This is an optimization exercise on Yosys and OpenROAD, whose aim is small area and a short achievable clock period, not a production implementation. Only simulation tests tie the RTL to the original design; equivalence was not proved.

==> flow/design.v, too long to show whole: its modules and the start of the top module <==
// module gimbal_bilinear_servo_map: 4109 lines
module gimbal_bilinear_servo_map (
  input  wire                clk,
  input  wire                rst_n,
  input  wire                start,
  output logic               busy,
  input  wire  signed [15:0] in_pitch_setpoint,
  input  wire  signed [15:0] in_yaw_setpoint,
  output logic               out_valid,
  output logic signed [14:0] out_top_angle_raw,
  output logic signed [14:0] out_bottom_angle_raw,
  output logic        [6:0]  out_top_servo_cmd,
  output logic        [6:0]  out_bottom_servo_cmd,
  input  wire                cfg_valid,
  output logic               cfg_ready,
  input  wire         [0:0]  cfg_index,
  input  wire         [15:0] cfg_data
);
  // ...
==> flow/flow/run.sh <==
#!/bin/bash
# Own layout flow: the standard flow with two changes.
#  1. Between synthesis and floorplan, polar.py removes the inverters that Yosys's
#     full-adder extraction leaves between adders, by choosing each full adder's
#     polarity (fa(~a,~b,~c) = ~fa(a,b,c)). Registers, ports and all other cells stay
#     as synthesis made them.
#  2. The port buffers that global placement inserts are buf_2 cells instead of the
#     default delay buffer.
set -euo pipefail
WORK=$(pwd)
R="$WORK/orfs/results/${FLOW_PLATFORM:-sky130hd}/gimbal_bilinear_servo_map/base"
bash standard.sh synth > "$WORK/synth.log" 2>&1
cp "$R/1_2_yosys.v" "$WORK/synth_netlist.v"
python3 "$WORK/flow/polar.py" "$WORK/synth_netlist.v" "$WORK/polar_netlist.v" > "$WORK/polar.log" 2>&1
cp "$WORK/polar_netlist.v" "$R/1_2_yosys.v"
rm -f "$R/1_synth.odb" "$R/1_synth.sdc"
export BUFFER_PORTS_ARGS="-buffer_cell sky130_fd_sc_hd__buf_2"
bash standard.sh > "$WORK/layout.log" 2>&1
==> flow/flow/polar.py <==
#!/usr/bin/env python3
"""Inverter clean-up for a flat sky130hd gate netlist written by Yosys.

The full adders that Yosys extracts often come with an inverter in front of an input or
behind an output.  A full adder with every input complemented gives complemented outputs
(fa(~a, ~b, ~c) = (~s, ~co)), so each full adder may be used in either polarity.  This script
removes all plain inverters, picks a polarity for every full adder that needs the fewest
inverters, swaps a few two-input gates for their complement (nand2/and2, nor2/or2,
xor2/xnor2) where that saves an inverter, and puts back one shared inverter per signal that
still needs its complement.  Registers, ports and every other cell are left as they are.

usage: polar.py IN.v OUT.v
"""
import re
import sys
from collections import defaultdict

LIB = 'sky130_fd_sc_hd__'
OUT_PINS = {'X', 'Y', 'Q', 'Q_N', 'SUM', 'COUT', 'HI', 'LO'}
SWAP = {'nand2_1': ('and2_1', 'X'), 'and2_1': ('nand2_1', 'Y'),
        'nor2_1': ('or2_1', 'X'), 'or2_1': ('nor2_1', 'Y'),
        'xor2_1': ('xnor2_1', 'Y'), 'xnor2_1': ('xor2_1', 'X')}
AREA = {'inv_1': 3.7536, 'nand2_1': 3.7536, 'and2_1': 6.256, 'nor2_1': 3.7536, 'or2_1': 6.256,
        'xor2_1': 8.7584, 'xnor2_1': 8.7584}
INV_COST = AREA['inv_1']


def parse(text):
    m = re.search(r'\bmodule\s+(\w+)\s*\((.*?)\);(.*)\bendmodule', text, re.S)
    name, body = m.group(1), m.group(3)
    header = text[:m.start(3)]
    cells = []
    decls = []
    assigns = []
    pos = 0
    stmt_re = re.compile(r'\s*(.*?);', re.S)
    while True:
        mm = stmt_re.match(body, pos)
        if not mm:
            break
        st = mm.group(1).strip()
        pos = mm.end()
        if not st:
            continue
        if st.startswith(LIB):
            cm = re.match(r'(\S+)\s+(\S+)\s*\((.*)\)\s*$', st, re.S)
            typ, inst, pins = cm.group(1), cm.group(2), cm.group(3)
            conns = {}
            for pm in re.finditer(r'\.(\w+)\s*\(\s*(.*?)\s*\)\s*(?:,|$)', pins, re.S):
                conns[pm.group(1)] = pm.group(2).strip()
            cells.append([typ, inst, conns])
        elif st.startswith('assign'):
            assigns.append(st)
        else:
            decls.append(st)
    return name, header, decls, assigns, cells


def norm(n):
    return n.strip()


def main():
    src, dst = sys.argv[1], sys.argv[2]
    text = open(src).read()
    name, header, decls, assigns, cells = parse(text)
    ports = set()
    for d in decls:
        if d.startswith('input') or d.startswith('output'):
            for p in re.split(r'[,\s]+', re.sub(r'^(input|output)\s*(\[[^\]]*\])?', '', d)):
                if p:
                    ports.add(p)
    frozen = set()
    for a in assigns:
        for tok in re.findall(r"(\\\S+|[A-Za-z_][\w$]*(?:\s*\[\d+\])?)", a[len('assign'):]):
            frozen.add(tok.strip())
    # drivers and loads
    driver = {}
    loads = defaultdict(list)
    for ci, (typ, inst, conns) in enumerate(cells):
        for p, n in conns.items():
            n = norm(n)
            if p in OUT_PINS:
                driver[n] = (ci, p)
            else:
                loads[n].append((ci, p))

    def base_name(n):
        return re.sub(r'\s*\[\d+\]$', '', n)

    def is_port(n):
        return base_name(n) in ports or n in ports

    def short(t):
        return t[len(LIB):] if t.startswith(LIB) else t

    # inverters that can be removed: plain inv cells whose input and output are internal
    # nets (no port, no assign)
    removable = set()
    for ci, (typ, inst, conns) in enumerate(cells):
        if short(typ).startswith('inv_') and 'A' in conns and 'Y' in conns:
            a, y = norm(conns['A']), norm(conns['Y'])
            if is_port(a) or is_port(y) or a in frozen or y in frozen:
                continue
            removable.add(ci)
    # signal classes: follow removable inverter chains back to a root net
    root = {}

    def find_root(n):
        pol = 0
        seen = 0
        while n in driver and driver[n][0] in removable:
            ci = driver[n][0]
            n = norm(cells[ci][2]['A'])
            pol ^= 1
            seen += 1
            if seen > 1000:
                raise RuntimeError('inverter loop')
        return n, pol

    # each consumer pin (not a removable inverter) needs (root, polarity)
    need = []  # (ci, pin, root, pol)
    for n, ls in loads.items():
        r, pol = find_root(n)
        for ci, p in ls:
            if ci in removable:
                continue
            need.append((ci, p, r, pol))
    # roots that are ports or frozen: no inverter removal possible there unless the port is
    # the root (an input port is a fine root, we just drive its complement with a new inverter)
    fa_cells = [ci for ci, c in enumerate(cells) if short(c[0]).startswith('fa_') and ci not in removable]
    fa_set = set(fa_cells)
    # output net of cells that are roots
    # flip[ci] for full adders; swapped[ci] for swappable gates
    flip = {ci: 0 for ci in fa_cells}
    swapped = {}
    # per root: produced polarity = flip of its driver if it is an FA output (else 0)
    root_driver = {}
    for ci, (typ, inst, conns) in enumerate(cells):
        if ci in removable:
            continue
        for p, n in conns.items():
            if p in OUT_PINS:
                root_driver[norm(n)] = (ci, p)
    # consumer requirements per root, with FA consumers flipping their need
    cons = defaultdict(list)   # root -> list of (ci, pin, pol)
    for ci, p, r, pol in need:
        cons[r].append((ci, p, pol))
    outputs_of = defaultdict(list)  # fa ci -> roots it drives
    inputs_of = defaultdict(list)   # fa ci -> roots it reads
    for r, lst in cons.items():
        for ci, p, pol in lst:
            if ci in fa_set:
                inputs_of[ci].append(r)
    for r, (ci, p) in root_driver.items():
        if ci in fa_set:
            outputs_of[ci].append(r)
    swappable_root = {}
    for r, (ci, p) in root_driver.items():
        s = short(cells[ci][0])
        if s in SWAP and r not in frozen and not is_port(r):
            swappable_root[r] = ci

    def root_cost(r):
        drv = root_driver.get(r)
        prod = flip[drv[0]] if drv and drv[0] in fa_set else 0
        wants = set()
        for ci, p, pol in cons[r]:
            w = pol ^ (flip[ci] if ci in fa_set else 0)
            wants.add(w ^ prod)   # 1: consumer needs the complement of what is produced
        if 1 not in wants:
            return 0.0
        if 0 not in wants and r in swappable_root:
            s = short(cells[swappable_root[r]][0])
            return AREA[SWAP[s][0]] - AREA[s]
        return INV_COST

    def local(ci):
        rs = set(inputs_of[ci]) | set(outputs_of[ci])
        return sum(root_cost(r) for r in rs)

    total0 = sum(root_cost(r) for r in cons)
    improved = True
    it = 0
    while improved and it < 50:
        improved = False
        it += 1
        for ci in fa_cells:
            before = local(ci)
            flip[ci] ^= 1
            after = local(ci)
            if after < before - 1e-9:
                improved = True
            else:
                flip[ci] ^= 1
    total1 = sum(root_cost(r) for r in cons)
    # rebuild
    new_cells = []
    extra_decl = []
    ninv = 0
    comp_net = {}

    def complement_net(r):
        nonlocal ninv
        if r not in comp_net:
            nn = f'_pol{ninv}_'
            ninv += 1
            extra_decl.append(f'wire {nn}')
            comp_net[r] = nn
            new_cells.append([LIB + 'inv_1', f'_polinv{ninv}_', {'A': r, 'Y': nn}])
        return comp_net[r]

    conn_override = {}  # (ci, pin) -> net
    cell_type = {}
    for r in cons:
        drv = root_driver.get(r)
        prod = flip[drv[0]] if drv and drv[0] in fa_set else 0
        wants = {}
        for ci, p, pol in cons[r]:
            w = pol ^ (flip[ci] if ci in fa_set else 0) ^ prod
            wants[(ci, p)] = w
        need_comp = any(wants.values())
        all_comp = all(wants.values())
        if need_comp and all_comp and r in swappable_root:
            sci = swappable_root[r]
            s = short(cells[sci][0])
            cell_type[sci] = SWAP[s]
            for k in wants:
                conn_override[k] = r
            continue
        for k, w in wants.items():
            conn_override[k] = complement_net(r) if w else r
    for ci, (typ, inst, conns) in enumerate(cells):
        if ci in removable:
            continue
        c2 = dict(conns)
        for p in list(c2):
            if (ci, p) in conn_override:
                c2[p] = conn_override[(ci, p)]
        if ci in cell_type:
            nt, outp = cell_type[ci]
            oldout = [p for p in c2 if p in OUT_PINS][0]
            net = c2.pop(oldout)
            c2[outp] = net
            typ = LIB + nt
        new_cells.append([typ, inst, c2])
    # output
    out = [header.rstrip() + '\n']
    for d in decls:
        out.append(f'  {d} ;\n')
    for d in extra_decl:
        out.append(f'  {d} ;\n')
    for typ, inst, conns in new_cells:
        pins = ',\n'.join(f'    .{p}({n} )' for p, n in conns.items())
        out.append(f'  {typ} {inst} (\n{pins}\n  );\n')
    for a in assigns:
        out.append(f'  {a} ;\n')
    out.append('endmodule\n')
    open(dst, 'w').write(''.join(out))
    area_inv_before = sum(1 for ci in removable) * INV_COST
    print(f'removable inverters {len(removable)} ({area_inv_before:.0f} um2); cost before flips '
          f'{total0:.0f}, after {total1:.0f}; new inverters {ninv}; swaps {len(cell_type)}; '
          f'full adders flipped {sum(flip.values())}/{len(fa_cells)}')


if __name__ == '__main__':
    main()
==> flow/standard.sh <==
#!/bin/bash
# synth_recipe.tcl (not shown) runs the flow's synth.tcl, then flattens the netlist and writes it again
# the make line also repeats each setting of config.mk as NAME=value (left out here)
make -C /OpenROAD-flow-scripts/flow DESIGN_CONFIG=/design/flow/config.mk WORK_HOME=/design/flow/orfs CLKGATE_MAP_FILE= SYNTH_SCRIPT=/design/flow/synth_recipe.tcl "${@:-finish}"
==> flow/config.mk <==
export PLATFORM = sky130hd
export DESIGN_NAME = gimbal_bilinear_servo_map
export DESIGN_NICKNAME = gimbal_bilinear_servo_map
export VERILOG_FILES = /design/flow/design.v
export SDC_FILE = /design/flow/constraint.sdc
export NUM_CORES = 4
export LEC_CHECK = 0
export ABC_AREA = 1
export CAP_MARGIN = 40
export CORE_MARGIN = 2
export CORE_UTILIZATION = 60
export CTS_BUF_LIST = sky130_fd_sc_hd__clkbuf_16
export CTS_CLUSTER_DIAMETER = 100
export CTS_CLUSTER_SIZE = 25
export PLACE_DENSITY = 0.72
export SLEW_MARGIN = 20
==> flow/constraint.sdc <==
create_clock -name core_clock -period 11.0 [get_ports {clk}]
set_input_delay 2.2000 -clock core_clock [delete_from_list [all_inputs] [get_ports {clk}]]
set_output_delay 2.2000 -clock core_clock [all_outputs]
set_load 0.01 [all_outputs]
==> flow_summary_export.csv, run 1 <==
group,metric,value,unit
run_status,run_status,"finished clean",
critical_path,critical_path.max_stage_delay,470,ps
floorplanning,floorplan.tapcells,782,
cells_and_area,final_instance_area,38800,um^2
floorplanning,floorplan.die.height,252,um
routing,drt-total-wl,93400,um
timing,period_share,0.356,
clocking,tritoncts_num_sinks,452,
critical_path,regToRegSetupSlack,7090,ps
floorplanning,initial_utilization,0.608,
cells_and_area,layout.clock.cell_area_share,0.0222,
cells_and_area,nets,5142,
critical_path,worst_r2r_endpoint,"f_y[7]$_DFF_P_",
timing,final-max-slew-violation-count,0,
clocking,path_clk_slew,100,ps
global_route,grtUsageMet1,0.405,
routing,detailedRoute.firstIterationViolations,1991,
timing,setup_slack,7090,ps
cells_and_area,area.growth.synth_to_final,5.22,%
cells_and_area,area_share_nonclk_buffers,0.0171,
timing,timing.hold.ws,319,ps
==> run 2, diff against run 1 <==
--- a/flow/design.v
+++ b/flow/design.v
@@ -1694,18 +1694,16 @@
   assign nt_c124 = (nt_c77 & nt_s102) | (nt_c77 & nt_c101) | (nt_s102 & nt_c101);
   assign nt_s125 = nt_c81 ^ nt_s104 ^ nt_c103;
   assign nt_c126 = (nt_c81 & nt_s104) | (nt_c81 & nt_c103) | (nt_s104 & nt_c103);
   assign d_t_s = {nt_c124, nt_c122, nt_c120, nt_c118, nt_c116, nt_c114, nt_c112, nt_c110, nt_c108, nt_c106, nt_s105} + {nt_s125, nt_s123, nt_s121, nt_s119, nt_s117, nt_s115, nt_s113, nt_s111, nt_s109, nt_s107, nt_s84};
   logic [14:0] a_t;
   always_ff @(posedge clk) a_t <= a_t_s;
   logic [9:0] d_t;
   always_ff @(posedge clk) d_t <= d_t_s[9:0];
-  logic [14:0] a_t_5;
-  always_ff @(posedge clk) a_t_5 <= a_t;
   logic qt_p0;
   logic qt_p1;
   logic qt_p2;
   logic qt_p3;
   logic qt_p4;
   logic qt_p5;
   logic qt_p6;
   logic qt_p7;
@@ -1897,16 +1895,61 @@
   logic qt_c193;
   logic qt_s194;
   logic qt_c195;
   logic qt_s196;
   logic qt_c197;
   logic qt_s198;
   logic qt_c199;
   logic [8:0] lcq_t;
+  logic qt_s200;
+  logic qt_s201;
+  logic qt_c202;
+  logic qt_s203;
+  logic qt_c204;
+  logic qt_s205;
+  logic qt_c206;
+  logic qt_s207;
+  logic qt_c208;
+  logic qt_s209;
+  logic qt_c210;
+  logic qt_s211;
+  logic qt_c212;
+  logic qt_s213;
+  logic qt_c214;
+  logic qt_s215;
+  logic qt_c216;
+  logic qt_s217;
+  logic qt_c218;
+  logic qt_s219;
+  logic qt_c220;
+  logic qt_s221;
+  logic qt_c222;
+  logic qt_s223;
+  logic qt_c224;
+  logic qt_s225;
+  logic qt_c226;
+  logic qt_s227;
+  logic qt_c228;
+  logic qt_s229;
+  logic qt_c230;
+  logic qt_s231;
+  logic qt_c232;
+  logic qt_s233;
+  logic qt_c234;
+  logic qt_s235;
+  logic qt_c236;
+  logic qt_s237;
+  logic qt_c238;
+  logic qt_s239;
+  logic qt_c240;
+  logic qt_s241;
+  logic qt_s242;
+  logic qt_s243;
+  logic qt_s244;
   assign qt_p0 = yf4[0] & d_t[0];
   assign qt_p1 = yf4[0] & d_t[1];
   assign qt_p2 = yf4[0] & d_t[2];
   assign qt_p3 = yf4[0] & d_t[3];
   assign qt_p4 = yf4[0] & d_t[4];
   assign qt_p5 = yf4[0] & d_t[5];
   assign qt_p6 = yf4[0] & d_t[6];
   assign qt_p7 = yf4[0] & d_t[7];
@@ -2098,272 +2141,131 @@
   assign qt_c193 = (qt_c135 & qt_s164) | (qt_c135 & qt_c163) | (qt_s164 & qt_c163);
   assign qt_s194 = qt_c139 ^ qt_s166 ^ qt_c165;
   assign qt_c195 = (qt_c139 & qt_s166) | (qt_c139 & qt_c165) | (qt_s166 & qt_c165);
   assign qt_s196 = qt_c143 ^ qt_s168 ^ qt_c167;
   assign qt_c197 = (qt_c143 & qt_s168) | (qt_c143 & qt_c167) | (qt_s168 & qt_c167);
   assign qt_s198 = qt_p79 ^ yf4[6] ^ qt_c169;
   assign qt_c199 = (qt_p79 & yf4[6]) | (qt_p79 & qt_c169) | (yf4[6] & qt_c169);
   assign lcq_t = {1'b0, {qt_c179, qt_c177, qt_c175, qt_c173, qt_c171, qt_s170, qt_p1, qt_p0}} + {1'b0, {qt_s180, qt_s178, qt_s176, qt_s174, qt_s172, qt_p2, qt_p10, 1'b0}};
-  logic [9:0] qs_t;
-  always_ff @(posedge clk) qs_t <= {qt_c199, qt_c197, qt_c195, qt_c193, qt_c191, qt_c189, qt_c187, qt_c185, qt_c183, qt_c181};
-  logic [9:0] qc_t;
-  always_ff @(posedge clk) qc_t <= {yf4[7], qt_s198, qt_s196, qt_s194, qt_s192, qt_s190, qt_s188, qt_s186, qt_s184, qt_s182};
+  assign qt_s200 = ~~qt_s182;
+  assign qt_s201 = ~qt_s184 ^ ~qt_c183;
+  assign qt_c202 = ~qt_s184 & ~qt_c183;
+  assign qt_s203 = ~qt_s186 ^ ~qt_c185;
+  assign qt_c204 = ~qt_s186 & ~qt_c185;
+  assign qt_s205 = ~qt_s188 ^ ~qt_c187;
+  assign qt_c206 = ~qt_s188 & ~qt_c187;
+  assign qt_s207 = ~qt_s190 ^ ~qt_c189;
+  assign qt_c208 = ~qt_s190 & ~qt_c189;
+  assign qt_s209 = ~qt_s192 ^ ~qt_c191;
+  assign qt_c210 = ~qt_s192 & ~qt_c191;
+  assign qt_s211 = ~qt_s194 ^ ~qt_c193;
+  assign qt_c212 = ~qt_s194 & ~qt_c193;
+  assign qt_s213 = ~qt_s196 ^ ~qt_c195;
+  assign qt_c214 = ~qt_s196 & ~qt_c195;
+  assign qt_s215 = ~qt_s198 ^ ~qt_c197;
+  assign qt_c216 = ~qt_s198 & ~qt_c197;
+  assign qt_s217 = ~yf4[7] ^ ~qt_c199;
+  assign qt_c218 = ~yf4[7] & ~qt_c199;
+  assign qt_s219 = ~qt_c181 ^ a_t[0];
+  assign qt_c220 = ~qt_c181 & a_t[0];
+  assign qt_s221 = a_t[1] ^ qt_s201 ^ ~qt_s182;
+  assign qt_c222 = (a_t[1] & qt_s201) | (a_t[1] & ~qt_s182) | (qt_s201 & ~qt_s182);
+  assign qt_s223 = a_t[2] ^ qt_s203 ^ qt_c202;
+  assign qt_c224 = (a_t[2] & qt_s203) | (a_t[2] & qt_c202) | (qt_s203 & qt_c202);
+  assign qt_s225 = a_t[3] ^ qt_s205 ^ qt_c204;
+  assign qt_c226 = (a_t[3] & qt_s205) | (a_t[3] & qt_c204) | (qt_s205 & qt_c204);
+  assign qt_s227 = a_t[4] ^ qt_s207 ^ qt_c206;
+  assign qt_c228 = (a_t[4] & qt_s207) | (a_t[4] & qt_c206) | (qt_s207 & qt_c206);
+  assign qt_s229 = a_t[5] ^ qt_s209 ^ qt_c208;
+  assign qt_c230 = (a_t[5] & qt_s209) | (a_t[5] & qt_c208) | (qt_s209 & qt_c208);
+  assign qt_s231 = a_t[6] ^ qt_s211 ^ qt_c210;
+  assign qt_c232 = (a_t[6] & qt_s211) | (a_t[6] & qt_c210) | (qt_s211 & qt_c210);
+  assign qt_s233 = a_t[7] ^ qt_s213 ^ qt_c212;
+  assign qt_c234 = (a_t[7] & qt_s213) | (a_t[7] & qt_c212) | (qt_s213 & qt_c212);
+  assign qt_s235 = a_t[8] ^ qt_s215 ^ qt_c214;
+  assign qt_c236 = (a_t[8] & qt_s215) | (a_t[8] & qt_c214) | (qt_s215 & qt_c214);
+  assign qt_s237 = a_t[9] ^ qt_s217 ^ qt_c216;
+  assign qt_c238 = (a_t[9] & qt_s217) | (a_t[9] & qt_c216) | (qt_s217 & qt_c216);
+  assign qt_s239 = a_t[10] ^ qt_c218;
+  assign qt_c240 = a_t[10] & qt_c218;
+  assign qt_s241 = ~a_t[11];
+  assign qt_s242 = ~a_t[12];
+  assign qt_s243 = ~a_t[13];
+  assign qt_s244 = ~a_t[14];
+  logic [14:0] va_t;
+  always_ff @(posedge clk) va_t <= {a_t[13], a_t[12], a_t[11], qt_c240, qt_c238, qt_c236, qt_c234, qt_c232, qt_c230, qt_c228, qt_c226, qt_c224, qt_c222, qt_c220, qt_s219};
+  logic [14:0] vb_t;
+  always_ff @(posedge clk) vb_t <= {qt_s244, qt_s243, qt_s242, qt_s241, qt_s239, qt_s237, qt_s235, qt_s233, qt_s231, qt_s229, qt_s227, qt_s225, qt_s223, qt_s221, qt_s200};
   logic [0:0] ql_t;
   always_ff @(posedge clk) ql_t <= {lcq_t[8]};
   logic vt_s0;
-  logic vt_s1;
-  logic vt_c2;
-  logic vt_s3;
-  logic vt_c4;
-  logic vt_s5;
-  logic vt_c6;
-  logic vt_s7;
-  logic vt_c8;
-  logic vt_s9;
-  logic vt_c10;
-  logic vt_s11;
-  logic vt_c12;
-  logic vt_s13;
-  logic vt_c14;
-  logic vt_s15;
-  logic vt_c16;
-  logic vt_s17;
-  logic vt_c18;
-  logic vt_s19;
-  logic vt_c20;
-  logic vt_s21;
-  logic vt_c22;
-  logic vt_s23;
-  logic vt_c24;
-  logic vt_s25;
-  logic vt_c26;
-  logic vt_s27;
-  logic vt_c28;
-  logic vt_s29;
-  logic vt_c30;
-  logic vt_s31;
-  logic vt_c32;
-  logic vt_s33;
-  logic vt_c34;
-  logic vt_s35;
-  logic vt_c36;
-  logic vt_s37;
-  logic vt_c38;
-  logic vt_s39;
-  logic vt_c40;
-  logic vt_s41;
-  logic vt_c42;
-  logic vt_s43;
-  logic vt_s44;
-  logic vt_s45;
-  logic vt_s46;
+  logic vt_c1;
+  logic vt_s2;
+  logic vt_c3;
+  logic vt_s4;
+  logic vt_c5;
+  logic vt_s6;
+  logic vt_c7;
+  logic vt_s8;
+  logic vt_c9;
+  logic vt_s10;
+  logic vt_c11;
+  logic vt_s12;
+  logic vt_c13;
+  logic vt_s14;
+  logic vt_c15;
+  logic vt_s16;
+  logic vt_c17;
+  logic vt_s18;
+  logic vt_c19;
+  logic vt_s20;
+  logic vt_c21;
+  logic vt_s22;
+  logic vt_c23;
+  logic vt_s24;
+  logic vt_c25;
+  logic vt_s26;
+  logic vt_c27;
+  logic vt_s28;
+  logic vt_c29;
   logic [14:0] v_t;
-  logic vt_s47;
-  logic vt_c48;
-  logic vt_s49;
-  logic vt_c50;
-  logic vt_s51;
-  logic vt_c52;
-  logic vt_s53;
-  logic vt_c54;
-  logic vt_s55;
-  logic vt_c56;
-  logic vt_s57;
-  logic vt_c58;
-  logic vt_s59;
-  logic vt_c60;
-  logic vt_s61;
-  logic vt_c62;
-  logic vt_s63;
-  logic vt_c64;
-  logic vt_s65;
-  logic vt_c66;
-  logic vt_s67;
-  logic vt_c68;
-  logic vt_s69;
-  logic vt_c70;
-  logic vt_s71;
-  logic vt_c72;
-  logic vt_s73;
-  logic vt_c74;
-  logic vt_s75;
-  logic vt_c76;
-  logic vt_s77;
-  logic vt_c78;
-  logic vt_s79;
-  logic vt_c80;
-  logic vt_s81;
-  logic vt_c82;
-  logic vt_s83;
-  logic vt_c84;
-  logic vt_s85;
-  logic vt_c86;
-  logic vt_s87;
-  logic vt_c88;
-  logic vt_s89;
-  logic vt_s90;
-  logic vt_s91;
-  logic vt_s92;
-  logic vt_c93;
-  logic vt_s94;
-  logic vt_c95;
-  logic vt_s96;
-  logic vt_c97;
-  logic vt_s98;
-  logic vt_c99;
-  logic vt_s100;
-  logic vt_c101;
-  logic vt_s102;
-  logic vt_c103;
-  logic vt_s104;
-  logic vt_c105;
-  logic vt_s106;
-  logic vt_c107;
-  logic vt_s108;
-  logic vt_c109;
-  logic vt_s110;
-  logic vt_c111;
-  logic vt_s112;
-  logic vt_c113;
-  logic vt_s114;
-  logic vt_c115;
-  logic vt_s116;
-  logic vt_c117;
-  logic vt_s118;
-  logic vt_c119;
-  logic vt_s120;
-  logic vt_c121;
-  logic vt_s122;
-  logic [17:0] cs_t;
-  assign vt_s0 = ~~ql_t[0];
-  assign vt_s1 = ~qc_t[0] ^ ~qs_t[0];
-  assign vt_c2 = ~qc_t[0] & ~qs_t[0];
-  assign vt_s3 = ~qc_t[1] ^ ~qs_t[1] ^ a_t_5[1];
-  assign vt_c4 = (~qc_t[1] & ~qs_t[1]) | (~qc_t[1] & a_t_5[1]) | (~qs_t[1] & a_t_5[1]);
-  assign vt_s5 = ~qc_t[2] ^ ~qs_t[2];
-  assign vt_c6 = ~qc_t[2] & ~qs_t[2];
-  assign vt_s7 = ~qc_t[3] ^ ~qs_t[3];
-  assign vt_c8 = ~qc_t[3] & ~qs_t[3];
-  assign vt_s9 = ~qc_t[4] ^ ~qs_t[4];
-  assign vt_c10 = ~qc_t[4] & ~qs_t[4];
-  assign vt_s11 = ~qc_t[5] ^ ~qs_t[5];
-  assign vt_c12 = ~qc_t[5] & ~qs_t[5];
-  assign vt_s13 = ~qc_t[6] ^ ~qs_t[6];
-  assign vt_c14 = ~qc_t[6] & ~qs_t[6];
-  assign vt_s15 = ~qc_t[7] ^ ~qs_t[7];
-  assign vt_c16 = ~qc_t[7] & ~qs_t[7];
-  assign vt_s17 = ~qc_t[8] ^ ~qs_t[8];
-  assign vt_c18 = ~qc_t[8] & ~qs_t[8];
-  assign vt_s19 = ~qc_t[9] ^ ~qs_t[9];
-  assign vt_c20 = ~qc_t[9] & ~qs_t[9];
-  assign vt_s21 = a_t_5[0] ^ vt_s0;
-  assign vt_c22 = a_t_5[0] & vt_s0;
-  assign vt_s23 = ~ql_t[0] ^ vt_s3 ^ vt_c2;
-  assign vt_c24 = (~ql_t[0] & vt_s3) | (~ql_t[0] & vt_c2) | (vt_s3 & vt_c2);
-  assign vt_s25 = a_t_5[2] ^ vt_s5 ^ vt_c4;
-  assign vt_c26 = (a_t_5[2] & vt_s5) | (a_t_5[2] & vt_c4) | (vt_s5 & vt_c4);
-  assign vt_s27 = a_t_5[3] ^ vt_s7 ^ vt_c6;
-  assign vt_c28 = (a_t_5[3] & vt_s7) | (a_t_5[3] & vt_c6) | (vt_s7 & vt_c6);
-  assign vt_s29 = a_t_5[4] ^ vt_s9 ^ vt_c8;
-  assign vt_c30 = (a_t_5[4] & vt_s9) | (a_t_5[4] & vt_c8) | (vt_s9 & vt_c8);
-  assign vt_s31 = a_t_5[5] ^ vt_s11 ^ vt_c10;
-  assign vt_c32 = (a_t_5[5] & vt_s11) | (a_t_5[5] & vt_c10) | (vt_s11 & vt_c10);
-  assign vt_s33 = a_t_5[6] ^ vt_s13 ^ vt_c12;
-  assign vt_c34 = (a_t_5[6] & vt_s13) | (a_t_5[6] & vt_c12) | (vt_s13 & vt_c12);
-  assign vt_s35 = a_t_5[7] ^ vt_s15 ^ vt_c14;
-  assign vt_c36 = (a_t_5[7] & vt_s15) | (a_t_5[7] & vt_c14) | (vt_s15 & vt_c14);
-  assign vt_s37 = a_t_5[8] ^ vt_s17 ^ vt_c16;
-  assign vt_c38 = (a_t_5[8] & vt_s17) | (a_t_5[8] & vt_c16) | (vt_s17 & vt_c16);
-  assign vt_s39 = a_t_5[9] ^ vt_s19 ^ vt_c18;
-  assign vt_c40 = (a_t_5[9] & vt_s19) | (a_t_5[9] & vt_c18) | (vt_s19 & vt_c18);
-  assign vt_s41 = a_t_5[10] ^ vt_c20;
-  assign vt_c42 = a_t_5[10] & vt_c20;
-  assign vt_s43 = ~a_t_5[11];
-  assign vt_s44 = ~a_t_5[12];
-  assign vt_s45 = ~a_t_5[13];
-  assign vt_s46 = ~a_t_5[14];
-  assign v_t = {a_t_5[13], a_t_5[12], a_t_5[11], vt_c42, vt_c40, vt_c38, vt_c36, vt_c34, vt_c32, vt_c30, vt_c28, vt_c26, vt_c24, vt_c22, vt_s21} + {vt_s46, vt_s45, vt_s44, vt_s43, vt_s41, vt_s39, vt_s37, vt_s35, vt_s33, vt_s31, vt_s29, vt_s27, vt_s25, vt_s23, vt_s1};
-  assign vt_s47 = ~(~ql_t[0] ^ ~qc_t[0]);
-  assign vt_c48 = ~ql_t[0] | ~qc_t[0];
-  assign vt_s49 = ~qc_t[1] ^ ~qs_t[1];
-  assign vt_c50 = ~qc_t[1] & ~qs_t[1];
-  assign vt_s51 = ~qc_t[2] ^ ~qs_t[2];
-  assign vt_c52 = ~qc_t[2] & ~qs_t[2];
-  assign vt_s53 = ~qc_t[3] ^ ~qs_t[3];
-  assign vt_c54 = ~qc_t[3] & ~qs_t[3];
-  assign vt_s55 = ~qc_t[4] ^ ~qs_t[4];
-  assign vt_c56 = ~qc_t[4] & ~qs_t[4];
-  assign vt_s57 = ~qc_t[5] ^ ~qs_t[5];
-  assign vt_c58 = ~qc_t[5] & ~qs_t[5];
-  assign vt_s59 = ~qc_t[6] ^ ~qs_t[6];
-  assign vt_c60 = ~qc_t[6] & ~qs_t[6];
-  assign vt_s61 = ~qc_t[7] ^ ~qs_t[7];
-  assign vt_c62 = ~qc_t[7] & ~qs_t[7];
-  assign vt_s63 = ~qc_t[8] ^ ~qs_t[8];
-  assign vt_c64 = ~qc_t[8] & ~qs_t[8];
-  assign vt_s65 = ~qc_t[9] ^ ~qs_t[9];
-  assign vt_c66 = ~qc_t[9] & ~qs_t[9];
-  assign vt_s67 = ~qs_t[0] ^ a_t_5[0];
-  assign vt_c68 = ~qs_t[0] & a_t_5[0];
-  assign vt_s69 = a_t_5[1] ^ pitch_ofs_r[1] ^ vt_s49;
-  assign vt_c70 = (a_t_5[1] & pitch_ofs_r[1]) | (a_t_5[1] & vt_s49) | (pitch_ofs_r[1] & vt_s49);
-  assign vt_s71 = a_t_5[2] ^ pitch_ofs_r[2] ^ vt_s51;
-  assign vt_c72 = (a_t_5[2] & pitch_ofs_r[2]) | (a_t_5[2] & vt_s51) | (pitch_ofs_r[2] & vt_s51);
-  assign vt_s73 = a_t_5[3] ^ pitch_ofs_r[3] ^ vt_s53;
-  assign vt_c74 = (a_t_5[3] & pitch_ofs_r[3]) | (a_t_5[3] & vt_s53) | (pitch_ofs_r[3] & vt_s53);
-  assign vt_s75 = a_t_5[4] ^ pitch_ofs_r[4] ^ vt_s55;
-  assign vt_c76 = (a_t_5[4] & pitch_ofs_r[4]) | (a_t_5[4] & vt_s55) | (pitch_ofs_r[4] & vt_s55);
-  assign vt_s77 = a_t_5[5] ^ pitch_ofs_r[5] ^ vt_s57;
-  assign vt_c78 = (a_t_5[5] & pitch_ofs_r[5]) | (a_t_5[5] & vt_s57) | (pitch_ofs_r[5] & vt_s57);
-  assign vt_s79 = a_t_5[6] ^ pitch_ofs_r[6] ^ vt_s59;
-  assign vt_c80 = (a_t_5[6] & pitch_ofs_r[6]) | (a_t_5[6] & vt_s59) | (pitch_ofs_r[6] & vt_s59);
-  assign vt_s81 = a_t_5[7] ^ pitch_ofs_r[7] ^ vt_s61;
-  assign vt_c82 = (a_t_5[7] & pitch_ofs_r[7]) | (a_t_5[7] & vt_s61) | (pitch_ofs_r[7] & vt_s61);
-  assign vt_s83 = a_t_5[8] ^ pitch_ofs_r[8] ^ vt_s63;
-  assign vt_c84 = (a_t_5[8] & pitch_ofs_r[8]) | (a_t_5[8] & vt_s63) | (pitch_ofs_r[8] & vt_s63);
-  assign vt_s85 = a_t_5[9] ^ pitch_ofs_r[9] ^ vt_s65;
-  assign vt_c86 = (a_t_5[9] & pitch_ofs_r[9]) | (a_t_5[9] & vt_s65) | (pitch_ofs_r[9] & vt_s65);
-  assign vt_s87 = a_t_5[10] ^ pitch_ofs_r[10];
-  assign vt_c88 = a_t_5[10] & pitch_ofs_r[10];
-  assign vt_s89 = ~a_t_5[11];
-  assign vt_s90 = ~a_t_5[12];
-  assign vt_s91 = ~a_t_5[13];
-  assign vt_s92 = pitch_ofs_r[0] ^ vt_s47;
-  assign vt_c93 = pitch_ofs_r[0] & vt_s47;
-  assign vt_s94 = vt_c48 ^ vt_s69 ^ vt_c68;
-  assign vt_c95 = (vt_c48 & vt_s69) | (vt_c48 & vt_c68) | (vt_s69 & vt_c68);
-  assign vt_s96 = vt_c50 ^ vt_s71 ^ vt_c70;
-  assign vt_c97 = (vt_c50 & vt_s71) | (vt_c50 & vt_c70) | (vt_s71 & vt_c70);
-  assign vt_s98 = vt_c52 ^ vt_s73 ^ vt_c72;
-  assign vt_c99 = (vt_c52 & vt_s73) | (vt_c52 & vt_c72) | (vt_s73 & vt_c72);
-  assign vt_s100 = vt_c54 ^ vt_s75 ^ vt_c74;
-  assign vt_c101 = (vt_c54 & vt_s75) | (vt_c54 & vt_c74) | (vt_s75 & vt_c74);
-  assign vt_s102 = vt_c56 ^ vt_s77 ^ vt_c76;
-  assign vt_c103 = (vt_c56 & vt_s77) | (vt_c56 & vt_c76) | (vt_s77 & vt_c76);
-  assign vt_s104 = vt_c58 ^ vt_s79 ^ vt_c78;
-  assign vt_c105 = (vt_c58 & vt_s79) | (vt_c58 & vt_c78) | (vt_s79 & vt_c78);
-  assign vt_s106 = vt_c60 ^ vt_s81 ^ vt_c80;
-  assign vt_c107 = (vt_c60 & vt_s81) | (vt_c60 & vt_c80) | (vt_s81 & vt_c80);
-  assign vt_s108 = vt_c62 ^ vt_s83 ^ vt_c82;
-  assign vt_c109 = (vt_c62 & vt_s83) | (vt_c62 & vt_c82) | (vt_s83 & vt_c82);
-  assign vt_s110 = vt_c64 ^ vt_s85 ^ vt_c84;
-  assign vt_c111 = (vt_c64 & vt_s85) | (vt_c64 & vt_c84) | (vt_s85 & vt_c84);
-  assign vt_s112 = vt_c66 ^ vt_s87 ^ vt_c86;
-  assign vt_c113 = (vt_c66 & vt_s87) | (vt_c66 & vt_c86) | (vt_s87 & vt_c86);
-  assign vt_s114 = pitch_ofs_r[11] ^ vt_s89 ^ vt_c88;
-  assign vt_c115 = (pitch_ofs_r[11] & vt_s89) | (pitch_ofs_r[11] & vt_c88) | (vt_s89 & vt_c88);
-  assign vt_s116 = pitch_ofs_r[12] ^ vt_s90 ^ a_t_5[11];
-  assign vt_c117 = (pitch_ofs_r[12] & vt_s90) | (pitch_ofs_r[12] & a_t_5[11]) | (vt_s90 & a_t_5[11]);
-  assign vt_s118 = pitch_ofs_r[13] ^ vt_s91 ^ a_t_5[12];
-  assign vt_c119 = (pitch_ofs_r[13] & vt_s91) | (pitch_ofs_r[13] & a_t_5[12]) | (vt_s91 & a_t_5[12]);
-  assign vt_s120 = ~a_t_5[14] ^ pitch_ofs_r[14] ^ a_t_5[13];
-  assign vt_c121 = (~a_t_5[14] & pitch_ofs_r[14]) | (~a_t_5[14] & a_t_5[13]) | (pitch_ofs_r[14] & a_t_5[13]);
-  assign vt_s122 = ~pitch_ofs_r[15];
-  assign cs_t = {1'b1, pitch_ofs_r[15], vt_c121, vt_c119, vt_c117, vt_c115, vt_c113, vt_c111, vt_c109, vt_c107, vt_c105, vt_c103, vt_c101, vt_c99, vt_c97, vt_c95, vt_c93, vt_s92} + {1'b0, 1'b1, vt_s122, vt_s120, vt_s118, vt_s116, vt_s114, vt_s112, vt_s110, vt_s108, vt_s106, vt_s104, vt_s102, vt_s100, vt_s98, vt_s96, vt_s94, vt_s67};
+  assign vt_s0 = ~ql_t[0] ^ vb_t[0];
+  assign vt_c1 = ~ql_t[0] & vb_t[0];
+  assign vt_s2 = vb_t[1] ^ va_t[1];
+  assign vt_c3 = vb_t[1] & va_t[1];
+  assign vt_s4 = vb_t[2] ^ va_t[2];
+  assign vt_c5 = vb_t[2] & va_t[2];
+  assign vt_s6 = vb_t[3] ^ va_t[3];
+  assign vt_c7 = vb_t[3] & va_t[3];
+  assign vt_s8 = vb_t[4] ^ va_t[4];
+  assign vt_c9 = vb_t[4] & va_t[4];
+  assign vt_s10 = vb_t[5] ^ va_t[5];
+  assign vt_c11 = vb_t[5] & va_t[5];
+  assign vt_s12 = vb_t[6] ^ va_t[6];
+  assign vt_c13 = vb_t[6] & va_t[6];
+  assign vt_s14 = vb_t[7] ^ va_t[7];
+  assign vt_c15 = vb_t[7] & va_t[7];
+  assign vt_s16 = vb_t[8] ^ va_t[8];
+  assign vt_c17 = vb_t[8] & va_t[8];
+  assign vt_s18 = vb_t[9] ^ va_t[9];
+  assign vt_c19 = vb_t[9] & va_t[9];
+  assign vt_s20 = vb_t[10] ^ va_t[10];
+  assign vt_c21 = vb_t[10] & va_t[10];
+  assign vt_s22 = vb_t[11] ^ va_t[11];
+  assign vt_c23 = vb_t[11] & va_t[11];
+  assign vt_s24 = vb_t[12] ^ va_t[12];
+  assign vt_c25 = vb_t[12] & va_t[12];
+  assign vt_s26 = vb_t[13] ^ va_t[13];
+  assign vt_c27 = vb_t[13] & va_t[13];
+  assign vt_s28 = vb_t[14] ^ va_t[14];
+  assign vt_c29 = vb_t[14] & va_t[14];
+  assign v_t = {vt_c27, vt_c25, vt_c23, vt_c21, vt_c19, vt_c17, vt_c15, vt_c13, vt_c11, vt_c9, vt_c7, vt_c5, vt_c3, vt_c1, vt_s0} + {vt_s28, vt_s26, vt_s24, vt_s22, vt_s20, vt_s18, vt_s16, vt_s14, vt_s12, vt_s10, vt_s8, vt_s6, vt_s4, vt_s2, va_t[0]};
+  logic signed [17:0] cs_t;
+  assign cs_t = 18'($signed(v_t)) + 18'($signed({2'b0, pitch_ofs_r}));
   logic [9:0] dh1_b_v;
   always_ff @(posedge clk) dh1_b_v <= dh1_b(a_dh1);
   logic [9:0] dh2_b_v;
   always_ff @(posedge clk) dh2_b_v <= dh1_b(a_dh2);
   logic [14:0] g_b_3;
   always_ff @(posedge clk) g_b_3 <= g_b(a_g) ^ {15{mg}};
   logic [9:0] nd_b_3;
   always_ff @(posedge clk) nd_b_3 <= nd_b(a_nd);
@@ -3440,18 +3342,16 @@
   assign nb_c124 = (nb_c77 & nb_s102) | (nb_c77 & nb_c101) | (nb_s102 & nb_c101);
   assign nb_s125 = nb_c81 ^ nb_s104 ^ nb_c103;
   assign nb_c126 = (nb_c81 & nb_s104) | (nb_c81 & nb_c103) | (nb_s104 & nb_c103);
   assign d_b_s = {nb_c124, nb_c122, nb_c120, nb_c118, nb_c116, nb_c114, nb_c112, nb_c110, nb_c108, nb_c106, nb_s105} + {nb_s125, nb_s123, nb_s121, nb_s119, nb_s117, nb_s115, nb_s113, nb_s111, nb_s109, nb_s107, nb_s84};
   logic [14:0] a_b;
   always_ff @(posedge clk) a_b <= a_b_s;
   logic [9:0] d_b;
   always_ff @(posedge clk) d_b <= d_b_s[9:0];
-  logic [14:0] a_b_5;
-  always_ff @(posedge clk) a_b_5 <= a_b;
   logic qb_p0;
   logic qb_p1;
   logic qb_p2;
   logic qb_p3;
   logic qb_p4;
   logic qb_p5;
   logic qb_p6;
   logic qb_p7;
@@ -3643,16 +3543,36 @@
   logic qb_c193;
   logic qb_s194;
   logic qb_c195;
   logic qb_s196;
   logic qb_c197;
   logic qb_s198;
   logic qb_c199;
   logic [8:0] lcq_b;
+  logic qb_s200;
+  logic qb_c201;
+  logic qb_s202;
+  logic qb_c203;
+  logic qb_s204;
+  logic qb_c205;
+  logic qb_s206;
+  logic qb_c207;
+  logic qb_s208;
+  logic qb_c209;
+  logic qb_s210;
+  logic qb_c211;
+  logic qb_s212;
+  logic qb_c213;
+  logic qb_s214;
+  logic qb_c215;
+  logic qb_s216;
+  logic qb_c217;
+  logic qb_s218;
+  logic qb_c219;
   assign qb_p0 = yf4[0] & d_b[0];
   assign qb_p1 = yf4[0] & d_b[1];
   assign qb_p2 = yf4[0] & d_b[2];
   assign qb_p3 = yf4[0] & d_b[3];
   assign qb_p4 = yf4[0] & d_b[4];
   assign qb_p5 = yf4[0] & d_b[5];
   assign qb_p6 = yf4[0] & d_b[6];
   assign qb_p7 = yf4[0] & d_b[7];
@@ -3844,20 +3764,40 @@
   assign qb_c193 = (qb_c135 & qb_s164) | (qb_c135 & qb_c163) | (qb_s164 & qb_c163);
   assign qb_s194 = qb_c139 ^ qb_s166 ^ qb_c165;
   assign qb_c195 = (qb_c139 & qb_s166) | (qb_c139 & qb_c165) | (qb_s166 & qb_c165);
   assign qb_s196 = qb_c143 ^ qb_s168 ^ qb_c167;
   assign qb_c197 = (qb_c143 & qb_s168) | (qb_c143 & qb_c167) | (qb_s168 & qb_c167);
   assign qb_s198 = qb_p79 ^ yf4[6] ^ qb_c169;
   assign qb_c199 = (qb_p79 & yf4[6]) | (qb_p79 & qb_c169) | (yf4[6] & qb_c169);
   assign lcq_b = {1'b0, {qb_c179, qb_c177, qb_c175, qb_c173, qb_c171, qb_s170, qb_p1, qb_p0}} + {1'b0, {qb_s180, qb_s178, qb_s176, qb_s174, qb_s172, qb_p2, qb_p10, 1'b0}};
-  logic [9:0] qs_b;
-  always_ff @(posedge clk) qs_b <= {qb_c199, qb_c197, qb_c195, qb_c193, qb_c191, qb_c189, qb_c187, qb_c185, qb_c183, qb_c181};
-  logic [9:0] qc_b;
-  always_ff @(posedge clk) qc_b <= {yf4[7], qb_s198, qb_s196, qb_s194, qb_s192, qb_s190, qb_s188, qb_s186, qb_s184, qb_s182};
+  assign qb_s200 = qb_s182 ^ qb_c181;
+  assign qb_c201 = qb_s182 & qb_c181;
+  assign qb_s202 = qb_s184 ^ qb_c183 ^ a_b[1];
+  assign qb_c203 = (qb_s184 & qb_c183) | (qb_s184 & a_b[1]) | (qb_c183 & a_b[1]);
+  assign qb_s204 = qb_s186 ^ qb_c185 ^ a_b[2];
+  assign qb_c205 = (qb_s186 & qb_c185) | (qb_s186 & a_b[2]) | (qb_c185 & a_b[2]);
+  assign qb_s206 = qb_s188 ^ qb_c187 ^ a_b[3];
+  assign qb_c207 = (qb_s188 & qb_c187) | (qb_s188 & a_b[3]) | (qb_c187 & a_b[3]);
+  assign qb_s208 = qb_s190 ^ qb_c189 ^ a_b[4];
+  assign qb_c209 = (qb_s190 & qb_c189) | (qb_s190 & a_b[4]) | (qb_c189 & a_b[4]);
+  assign qb_s210 = qb_s192 ^ qb_c191 ^ a_b[5];
+  assign qb_c211 = (qb_s192 & qb_c191) | (qb_s192 & a_b[5]) | (qb_c191 & a_b[5]);
+  assign qb_s212 = qb_s194 ^ qb_c193 ^ a_b[6];
+  assign qb_c213 = (qb_s194 & qb_c193) | (qb_s194 & a_b[6]) | (qb_c193 & a_b[6]);
+  assign qb_s214 = qb_s196 ^ qb_c195 ^ a_b[7];
+  assign qb_c215 = (qb_s196 & qb_c195) | (qb_s196 & a_b[7]) | (qb_c195 & a_b[7]);
+  assign qb_s216 = qb_s198 ^ qb_c197 ^ a_b[8];
+  assign qb_c217 = (qb_s198 & qb_c197) | (qb_s198 & a_b[8]) | (qb_c197 & a_b[8]);
+  assign qb_s218 = yf4[7] ^ qb_c199 ^ a_b[9];
+  assign qb_c219 = (yf4[7] & qb_c199) | (yf4[7] & a_b[9]) | (qb_c199 & a_b[9]);
+  logic [14:0] va_b;
+  always_ff @(posedge clk) va_b <= {a_b[14], a_b[13], a_b[12], a_b[11], qb_c219, qb_c217, qb_c215, qb_c213, qb_c211, qb_c209, qb_c207, qb_c205, qb_c203, qb_c201, qb_s200};
+  logic [10:0] vb_b;
+  always_ff @(posedge clk) vb_b <= {a_b[10], qb_s218, qb_s216, qb_s214, qb_s212, qb_s210, qb_s208, qb_s206, qb_s204, qb_s202, a_b[0]};
   logic [0:0] ql_b;
   always_ff @(posedge clk) ql_b <= {lcq_b[8]};
   logic vb_s0;
   logic vb_c1;
   logic vb_s2;
   logic vb_c3;
   logic vb_s4;
   logic vb_c5;
@@ -3872,234 +3812,42 @@
   logic vb_s14;
   logic vb_c15;
   logic vb_s16;
   logic vb_c17;
   logic vb_s18;
   logic vb_c19;
   logic vb_s20;
   logic vb_c21;
-  logic vb_s22;
-  logic vb_c23;
-  logic vb_s24;
-  logic vb_c25;
-  logic vb_s26;
-  logic vb_c27;
-  logic vb_s28;
-  logic vb_c29;
-  logic vb_s30;
-  logic vb_c31;
-  logic vb_s32;
-  logic vb_c33;
-  logic vb_s34;
-  logic vb_c35;
-  logic vb_s36;
-  logic vb_c37;
-  logic vb_s38;
-  logic vb_c39;
-  logic vb_s40;
-  logic vb_c41;
   logic [14:0] v_b;
-  logic vb_s42;
-  logic vb_c43;
-  logic vb_s44;
-  logic vb_c45;
-  logic vb_s46;
-  logic vb_c47;
-  logic vb_s48;
-  logic vb_c49;
-  logic vb_s50;
-  logic vb_c51;
-  logic vb_s52;
-  logic vb_c53;
-  logic vb_s54;
-  logic vb_c55;
-  logic vb_s56;
-  logic vb_c57;
-  logic vb_s58;
-  logic vb_c59;
-  logic vb_s60;
-  logic vb_c61;
-  logic vb_s62;
-  logic vb_c63;
-  logic vb_s64;
-  logic vb_c65;
-  logic vb_s66;
-  logic vb_c67;
-  logic vb_s68;
-  logic vb_c69;
-  logic vb_s70;
-  logic vb_c71;
-  logic vb_s72;
-  logic vb_c73;
-  logic vb_s74;
-  logic vb_c75;
-  logic vb_s76;
-  logic vb_c77;
-  logic vb_s78;
-  logic vb_c79;
-  logic vb_s80;
-  logic vb_c81;
-  logic vb_s82;
-  logic vb_c83;
-  logic vb_s84;
-  logic vb_s85;
-  logic vb_s86;
-  logic vb_s87;
-  logic vb_c88;
-  logic vb_s89;
-  logic vb_c90;
-  logic vb_s91;
-  logic vb_c92;
-  logic vb_s93;
-  logic vb_c94;
-  logic vb_s95;
-  logic vb_c96;
-  logic vb_s97;
-  logic vb_c98;
-  logic vb_s99;
-  logic vb_c100;
-  logic vb_s101;
-  logic vb_c102;
-  logic vb_s103;
-  logic vb_c104;
-  logic vb_s105;
-  logic vb_c106;
-  logic vb_s107;
-  logic vb_c108;
-  logic vb_s109;
-  logic vb_c110;
-  logic vb_s111;
-  logic vb_c112;
-  logic vb_s113;
-  logic vb_c114;
-  logic vb_s115;
-  logic vb_c116;
-  logic vb_s117;
-  logic [17:0] cs_b;
-  assign vb_s0 = ql_b[0] ^ qc_b[0];
-  assign vb_c1 = ql_b[0] & qc_b[0];
-  assign vb_s2 = qc_b[1] ^ qs_b[1];
-  assign vb_c3 = qc_b[1] & qs_b[1];
-  assign vb_s4 = qc_b[2] ^ qs_b[2];
-  assign vb_c5 = qc_b[2] & qs_b[2];
-  assign vb_s6 = qc_b[3] ^ qs_b[3];
-  assign vb_c7 = qc_b[3] & qs_b[3];
-  assign vb_s8 = qc_b[4] ^ qs_b[4];
-  assign vb_c9 = qc_b[4] & qs_b[4];
-  assign vb_s10 = qc_b[5] ^ qs_b[5];
-  assign vb_c11 = qc_b[5] & qs_b[5];
-  assign vb_s12 = qc_b[6] ^ qs_b[6];
-  assign vb_c13 = qc_b[6] & qs_b[6];
-  assign vb_s14 = qc_b[7] ^ qs_b[7];
-  assign vb_c15 = qc_b[7] & qs_b[7];
-  assign vb_s16 = qc_b[8] ^ qs_b[8];
-  assign vb_c17 = qc_b[8] & qs_b[8];
-  assign vb_s18 = qc_b[9] ^ qs_b[9];
-  assign vb_c19 = qc_b[9] & qs_b[9];
-  assign vb_s20 = qs_b[0] ^ a_b_5[0];
-  assign vb_c21 = qs_b[0] & a_b_5[0];
-  assign vb_s22 = a_b_5[1] ^ vb_s2 ^ vb_c1;
-  assign vb_c23 = (a_b_5[1] & vb_s2) | (a_b_5[1] & vb_c1) | (vb_s2 & vb_c1);
-  assign vb_s24 = a_b_5[2] ^ vb_s4 ^ vb_c3;
-  assign vb_c25 = (a_b_5[2] & vb_s4) | (a_b_5[2] & vb_c3) | (vb_s4 & vb_c3);
-  assign vb_s26 = a_b_5[3] ^ vb_s6 ^ vb_c5;
-  assign vb_c27 = (a_b_5[3] & vb_s6) | (a_b_5[3] & vb_c5) | (vb_s6 & vb_c5);
-  assign vb_s28 = a_b_5[4] ^ vb_s8 ^ vb_c7;
-  assign vb_c29 = (a_b_5[4] & vb_s8) | (a_b_5[4] & vb_c7) | (vb_s8 & vb_c7);
-  assign vb_s30 = a_b_5[5] ^ vb_s10 ^ vb_c9;
-  assign vb_c31 = (a_b_5[5] & vb_s10) | (a_b_5[5] & vb_c9) | (vb_s10 & vb_c9);
-  assign vb_s32 = a_b_5[6] ^ vb_s12 ^ vb_c11;
-  assign vb_c33 = (a_b_5[6] & vb_s12) | (a_b_5[6] & vb_c11) | (vb_s12 & vb_c11);
-  assign vb_s34 = a_b_5[7] ^ vb_s14 ^ vb_c13;
-  assign vb_c35 = (a_b_5[7] & vb_s14) | (a_b_5[7] & vb_c13) | (vb_s14 & vb_c13);
-  assign vb_s36 = a_b_5[8] ^ vb_s16 ^ vb_c15;
-  assign vb_c37 = (a_b_5[8] & vb_s16) | (a_b_5[8] & vb_c15) | (vb_s16 & vb_c15);
-  assign vb_s38 = a_b_5[9] ^ vb_s18 ^ vb_c17;
-  assign vb_c39 = (a_b_5[9] & vb_s18) | (a_b_5[9] & vb_c17) | (vb_s18 & vb_c17);
-  assign vb_s40 = a_b_5[10] ^ vb_c19;
-  assign vb_c41 = a_b_5[10] & vb_c19;
-  assign v_b = {a_b_5[14], a_b_5[13], a_b_5[12], vb_c41, vb_c39, vb_c37, vb_c35, vb_c33, vb_c31, vb_c29, vb_c27, vb_c25, vb_c23, vb_c21, vb_s20} + {1'b0, 1'b0, 1'b0, a_b_5[11], vb_s40, vb_s38, vb_s36, vb_s34, vb_s32, vb_s30, vb_s28, vb_s26, vb_s24, vb_s22, vb_s0};
-  assign vb_s42 = ~ql_b[0] ^ ~qc_b[0];
-  assign vb_c43 = ~ql_b[0] & ~qc_b[0];
-  assign vb_s44 = ~(~qc_b[1] ^ ~qs_b[1]);
-  assign vb_c45 = ~qc_b[1] | ~qs_b[1];
-  assign vb_s46 = ~qc_b[2] ^ ~qs_b[2];
-  assign vb_c47 = ~qc_b[2] & ~qs_b[2];
-  assign vb_s48 = ~qc_b[3] ^ ~qs_b[3];
-  assign vb_c49 = ~qc_b[3] & ~qs_b[3];
-  assign vb_s50 = ~qc_b[4] ^ ~qs_b[4];
-  assign vb_c51 = ~qc_b[4] & ~qs_b[4];
-  assign vb_s52 = ~qc_b[5] ^ ~qs_b[5];
-  assign vb_c53 = ~qc_b[5] & ~qs_b[5];
-  assign vb_s54 = ~qc_b[6] ^ ~qs_b[6];
-  assign vb_c55 = ~qc_b[6] & ~qs_b[6];
-  assign vb_s56 = ~qc_b[7] ^ ~qs_b[7];
-  assign vb_c57 = ~qc_b[7] & ~qs_b[7];
-  assign vb_s58 = ~qc_b[8] ^ ~qs_b[8];
-  assign vb_c59 = ~qc_b[8] & ~qs_b[8];
-  assign vb_s60 = ~qc_b[9] ^ ~qs_b[9];
-  assign vb_c61 = ~qc_b[9] & ~qs_b[9];
-  assign vb_s62 = ~qs_b[0] ^ ~a_b_5[0];
-  assign vb_c63 = ~qs_b[0] & ~a_b_5[0];
-  assign vb_s64 = ~a_b_5[1] ^ yaw_ofs_r[1] ^ vb_s44;
-  assign vb_c65 = (~a_b_5[1] & yaw_ofs_r[1]) | (~a_b_5[1] & vb_s44) | (yaw_ofs_r[1] & vb_s44);
-  assign vb_s66 = ~a_b_5[2] ^ yaw_ofs_r[2] ^ vb_s46;
-  assign vb_c67 = (~a_b_5[2] & yaw_ofs_r[2]) | (~a_b_5[2] & vb_s46) | (yaw_ofs_r[2] & vb_s46);
-  assign vb_s68 = ~a_b_5[3] ^ yaw_ofs_r[3] ^ vb_s48;
-  assign vb_c69 = (~a_b_5[3] & yaw_ofs_r[3]) | (~a_b_5[3] & vb_s48) | (yaw_ofs_r[3] & vb_s48);
-  assign vb_s70 = ~a_b_5[4] ^ yaw_ofs_r[4] ^ vb_s50;
-  assign vb_c71 = (~a_b_5[4] & yaw_ofs_r[4]) | (~a_b_5[4] & vb_s50) | (yaw_ofs_r[4] & vb_s50);
-  assign vb_s72 = ~a_b_5[5] ^ yaw_ofs_r[5] ^ vb_s52;
-  assign vb_c73 = (~a_b_5[5] & yaw_ofs_r[5]) | (~a_b_5[5] & vb_s52) | (yaw_ofs_r[5] & vb_s52);
-  assign vb_s74 = ~a_b_5[6] ^ yaw_ofs_r[6] ^ vb_s54;
-  assign vb_c75 = (~a_b_5[6] & yaw_ofs_r[6]) | (~a_b_5[6] & vb_s54) | (yaw_ofs_r[6] & vb_s54);
-  assign vb_s76 = ~a_b_5[7] ^ yaw_ofs_r[7] ^ vb_s56;
-  assign vb_c77 = (~a_b_5[7] & yaw_ofs_r[7]) | (~a_b_5[7] & vb_s56) | (yaw_ofs_r[7] & vb_s56);
-  assign vb_s78 = ~a_b_5[8] ^ yaw_ofs_r[8] ^ vb_s58;
-  assign vb_c79 = (~a_b_5[8] & yaw_ofs_r[8]) | (~a_b_5[8] & vb_s58) | (yaw_ofs_r[8] & vb_s58);
-  assign vb_s80 = ~a_b_5[9] ^ yaw_ofs_r[9] ^ vb_s60;
-  assign vb_c81 = (~a_b_5[9] & yaw_ofs_r[9]) | (~a_b_5[9] & vb_s60) | (yaw_ofs_r[9] & vb_s60);
-  assign vb_s82 = ~a_b_5[10] ^ yaw_ofs_r[10];
-  assign vb_c83 = ~a_b_5[10] & yaw_ofs_r[10];
-  assign vb_s84 = ~~a_b_5[11];
-  assign vb_s85 = ~~a_b_5[12];
-  assign vb_s86 = ~~a_b_5[13];
-  assign vb_s87 = yaw_ofs_r[0] ^ vb_s42;
-  assign vb_c88 = yaw_ofs_r[0] & vb_s42;
-  assign vb_s89 = vb_c43 ^ vb_s64 ^ vb_c63;
-  assign vb_c90 = (vb_c43 & vb_s64) | (vb_c43 & vb_c63) | (vb_s64 & vb_c63);
-  assign vb_s91 = vb_c45 ^ vb_s66 ^ vb_c65;
-  assign vb_c92 = (vb_c45 & vb_s66) | (vb_c45 & vb_c65) | (vb_s66 & vb_c65);
-  assign vb_s93 = vb_c47 ^ vb_s68 ^ vb_c67;
-  assign vb_c94 = (vb_c47 & vb_s68) | (vb_c47 & vb_c67) | (vb_s68 & vb_c67);
-  assign vb_s95 = vb_c49 ^ vb_s70 ^ vb_c69;
-  assign vb_c96 = (vb_c49 & vb_s70) | (vb_c49 & vb_c69) | (vb_s70 & vb_c69);
-  assign vb_s97 = vb_c51 ^ vb_s72 ^ vb_c71;
-  assign vb_c98 = (vb_c51 & vb_s72) | (vb_c51 & vb_c71) | (vb_s72 & vb_c71);
-  assign vb_s99 = vb_c53 ^ vb_s74 ^ vb_c73;
-  assign vb_c100 = (vb_c53 & vb_s74) | (vb_c53 & vb_c73) | (vb_s74 & vb_c73);
-  assign vb_s101 = vb_c55 ^ vb_s76 ^ vb_c75;
-  assign vb_c102 = (vb_c55 & vb_s76) | (vb_c55 & vb_c75) | (vb_s76 & vb_c75);
-  assign vb_s103 = vb_c57 ^ vb_s78 ^ vb_c77;
-  assign vb_c104 = (vb_c57 & vb_s78) | (vb_c57 & vb_c77) | (vb_s78 & vb_c77);
-  assign vb_s105 = vb_c59 ^ vb_s80 ^ vb_c79;
-  assign vb_c106 = (vb_c59 & vb_s80) | (vb_c59 & vb_c79) | (vb_s80 & vb_c79);
-  assign vb_s107 = vb_c61 ^ vb_s82 ^ vb_c81;
-  assign vb_c108 = (vb_c61 & vb_s82) | (vb_c61 & vb_c81) | (vb_s82 & vb_c81);
-  assign vb_s109 = yaw_ofs_r[11] ^ vb_s84 ^ vb_c83;
-  assign vb_c110 = (yaw_ofs_r[11] & vb_s84) | (yaw_ofs_r[11] & vb_c83) | (vb_s84 & vb_c83);
-  assign vb_s111 = yaw_ofs_r[12] ^ vb_s85 ^ ~a_b_5[11];
-  assign vb_c112 = (yaw_ofs_r[12] & vb_s85) | (yaw_ofs_r[12] & ~a_b_5[11]) | (vb_s85 & ~a_b_5[11]);
-  assign vb_s113 = yaw_ofs_r[13] ^ vb_s86 ^ ~a_b_5[12];
-  assign vb_c114 = (yaw_ofs_r[13] & vb_s86) | (yaw_ofs_r[13] & ~a_b_5[12]) | (vb_s86 & ~a_b_5[12]);
-  assign vb_s115 = a_b_5[14] ^ yaw_ofs_r[14] ^ ~a_b_5[13];
-  assign vb_c116 = (a_b_5[14] & yaw_ofs_r[14]) | (a_b_5[14] & ~a_b_5[13]) | (yaw_ofs_r[14] & ~a_b_5[13]);
-  assign vb_s117 = ~yaw_ofs_r[15];
-  assign cs_b = {1'b1, yaw_ofs_r[15], vb_c116, vb_c114, vb_c112, vb_c110, vb_c108, vb_c106, vb_c104, vb_c102, vb_c100, vb_c98, vb_c96, vb_c94, vb_c92, vb_c90, vb_c88, vb_s87} + {1'b0, 1'b1, vb_s117, vb_s115, vb_s113, vb_s111, vb_s109, vb_s107, vb_s105, vb_s103, vb_s101, vb_s99, vb_s97, vb_s95, vb_s93, vb_s91, vb_s89, vb_s62};
+  assign vb_s0 = ql_b[0] ^ vb_b[0];
+  assign vb_c1 = ql_b[0] & vb_b[0];
+  assign vb_s2 = vb_b[1] ^ va_b[1];
+  assign vb_c3 = vb_b[1] & va_b[1];
+  assign vb_s4 = vb_b[2] ^ va_b[2];
+  assign vb_c5 = vb_b[2] & va_b[2];
+  assign vb_s6 = vb_b[3] ^ va_b[3];
+  assign vb_c7 = vb_b[3] & va_b[3];
+  assign vb_s8 = vb_b[4] ^ va_b[4];
+  assign vb_c9 = vb_b[4] & va_b[4];
+  assign vb_s10 = vb_b[5] ^ va_b[5];
+  assign vb_c11 = vb_b[5] & va_b[5];
+  assign vb_s12 = vb_b[6] ^ va_b[6];
+  assign vb_c13 = vb_b[6] & va_b[6];
+  assign vb_s14 = vb_b[7] ^ va_b[7];
+  assign vb_c15 = vb_b[7] & va_b[7];
+  assign vb_s16 = vb_b[8] ^ va_b[8];
+  assign vb_c17 = vb_b[8] & va_b[8];
+  assign vb_s18 = vb_b[9] ^ va_b[9];
+  assign vb_c19 = vb_b[9] & va_b[9];
+  assign vb_s20 = vb_b[10] ^ va_b[10];
+  assign vb_c21 = vb_b[10] & va_b[10];
+  assign v_b = {va_b[14], va_b[13], va_b[12], vb_c21, vb_c19, vb_c17, vb_c15, vb_c13, vb_c11, vb_c9, vb_c7, vb_c5, vb_c3, vb_c1, vb_s0} + {1'b0, 1'b0, 1'b0, va_b[11], vb_s20, vb_s18, vb_s16, vb_s14, vb_s12, vb_s10, vb_s8, vb_s6, vb_s4, vb_s2, va_b[0]};
+  logic signed [17:0] cs_b;
+  assign cs_b = 18'($signed({2'b0, yaw_ofs_r})) - 18'($signed(v_b));
   logic signed [14:0] o_vt;
   always_ff @(posedge clk) o_vt <= v_t;
   logic signed [14:0] o_vb;
   always_ff @(posedge clk) o_vb <= v_b;
   logic [6:0] o_ct;
   always_ff @(posedge clk) o_ct <= to_cmd(cs_t);
   logic [6:0] o_cb;
   always_ff @(posedge clk) o_cb <= to_cmd(cs_b);
==> flow_summary_export.csv, run 2 <==
group,metric,value,unit
routing,drt_first_pass_iters,6,
floorplanning,floorplan.die.height,248,um
cells_and_area,area.growth.synth_to_final,5.02,%
global_route,gr-max-usage-layer,"met2",
clocking,cts_tree,"built",
global_route,grtUsageMet1,0.389,
synth,mean_syn_cell_area,8.36,um^2
critical_path,critical_path.max_stage_delay,490,ps
routing,drt-total-wl,91100,um
timing,period_share,0.386,
critical_path,worst-path-stages,22,
global_route,grt_use_met3,0.0313,
cells_and_area,nets,5082,
timing,timing.hold.ws,329,ps
global_route,antenna_found_initial,0,
routing,drc,0,
synth,postSynthCellCount,4265,
critical_path,critical_path_class,"reg -> reg",
critical_path,worst_r2r_endpoint,"o_cb[5]$_SDFF_PP1_",
clocking,post_cts_resized,0,
worst_hold_path,holdCritStartpoint,"a_b[14]$_DFF_P_",
timing,slew_headroom,0.436,
floorplanning,top_level_pins,100,
routing,drtAntennaViolNets,0,
floorplanning,initial_utilization,0.606,
cells_and_area,regArea,8790,um^2
clocking,path_clk_slew,90,ps
place,place_area,36700,um^2
clocking,clk_latency,610,ps
clocking,cts_root_buffer,"sky130_fd_sc_hd__clkbuf_16",
critical_path,crit_required,11470,ps
run_status,run_status,"finished clean",
clocking,tritoncts_num_sinks,439,
critical_path,path_max_fanout,5,
global_route,wire_length_of_the_first_global_routing_pass,146000,um
critical_path,timing.critical_path.to_type,"register",
global_route,first_global_vias,27800,
critical_path,regToRegSetupSlack,6750,ps
worst_hold_path,worst_hold_path_type,"reg -> reg",
floorplanning,core_area,58900,um^2
timing,final-max-slew-violation-count,0,
routing,detailedRoute.firstIterationViolations,1885,
global_route,met2_grt_util,0.518,
cells_and_area,final_instance_area,37500,um^2
-- run 2: changes by cell type in the layout (fill, tap and decap cells not counted), sizes merged, moves of 9 or more --
cell and change:
nand4 +12, inv -46, o21a +9, and2 -16
nand2 +92, dfxtp -13, a21o +9, fa -47
nand3 +13, nor2 +34, a21oi -22, o21ai +10
-- run 2: layout make-up --
cell class	instances	area share
Tap cell	773	0.0258
Timing Repair Buffer	119	0.0177
Inverter	544	0.0545
Multi-Input combinational cell	3142	0.648
Clock inverter	9	0.00304
Sequential cell	439	0.235
Clock buffer	25	0.0167
-- run 2: worst max-delay path by stage --
stage	startpoint	endpoint	slack, ps
global placement	ql_t$_DFF_P_	o_ct[5]$_SDFF_PP1_	6930
finish	vb_b[0]$_DFF_P_	o_cb[5]$_SDFF_PP1_	6750
CTS	vb_b[0]$_DFF_P_	o_cb[5]$_SDFF_PP1_	6760
global route	vb_b[0]$_DFF_P_	o_cb[4]$_SDFF_PP1_	6350
detailed placement	vb_b[0]$_DFF_P_	o_cb[5]$_SDFF_PP1_	6780
floorplan	vb_b[0]$_DFF_P_	o_cb[3]$_SDFF_PP1_	7200
-- run 2: per-stage QoR --
| step | worst slack (ps) | std cells | util |
|---|---|---|---|
| floorplan | 7200 | 4265 | - |
| global placement | 6930 | 5015 | 0.623 |
| detailed placement | 6780 | 5016 | 0.623 |
| CTS | 6760 | 5050 | 0.636 |
| global route | 6350 | 5051 | 0.636 |
| finish | 6750 | 5051 | 0.636 |
-- run 2: layer usage --
metal  routed length (um)  vias to the layer above  share of wire
met3                 4900                      231          0.054
met2                43700                      974           0.48
met5                    0                        -              0
li1                     -                    13600              -
met4                 4440                        0          0.049
met1                38100                    13400           0.42

-- separate check: timing with driven ports --
Ports are ideal in the flow. The routed layouts listed here were re-timed in OpenROAD. Step 1 (the two cells are an assumption about what drives the block):
set clk [get_ports {clk}]
set_driving_cell -lib_cell sky130_fd_sc_hd__clkbuf_16 $clk
set_driving_cell -lib_cell sky130_fd_sc_hd__buf_2 [delete_from_list [all_inputs] $clk]
Step 2 times the ports against the registers' clock, not the clock port: input delays grow and output delays shrink by t, the midpoint of the rising clock arrivals with the driver on. Three values: no drivers, after step 1, after step 2; two values: the first two.
| run | t (ns) | setup slack, ns | worst setup path at the end | latest minus earliest clock arrival (ns) | slew at the worst register clock pin (ns) |
|---|---|---|---|---|---|
| run 1 | 0.645 | 7.089 / 7.089 / 6.889 | input to register | 0.028 / 0.029 | 0.10 / 0.10 |
| run 2 | 0.655 | 6.754 / 6.754 / 6.754 | register to register | 0.032 / 0.032 | 0.10 / 0.10 |
After both steps setup and hold are still met in every run listed. For run 1, which loses most, drivers alone change the setup slack by 0.000 ns; drivers and shift together by -0.200 ns.
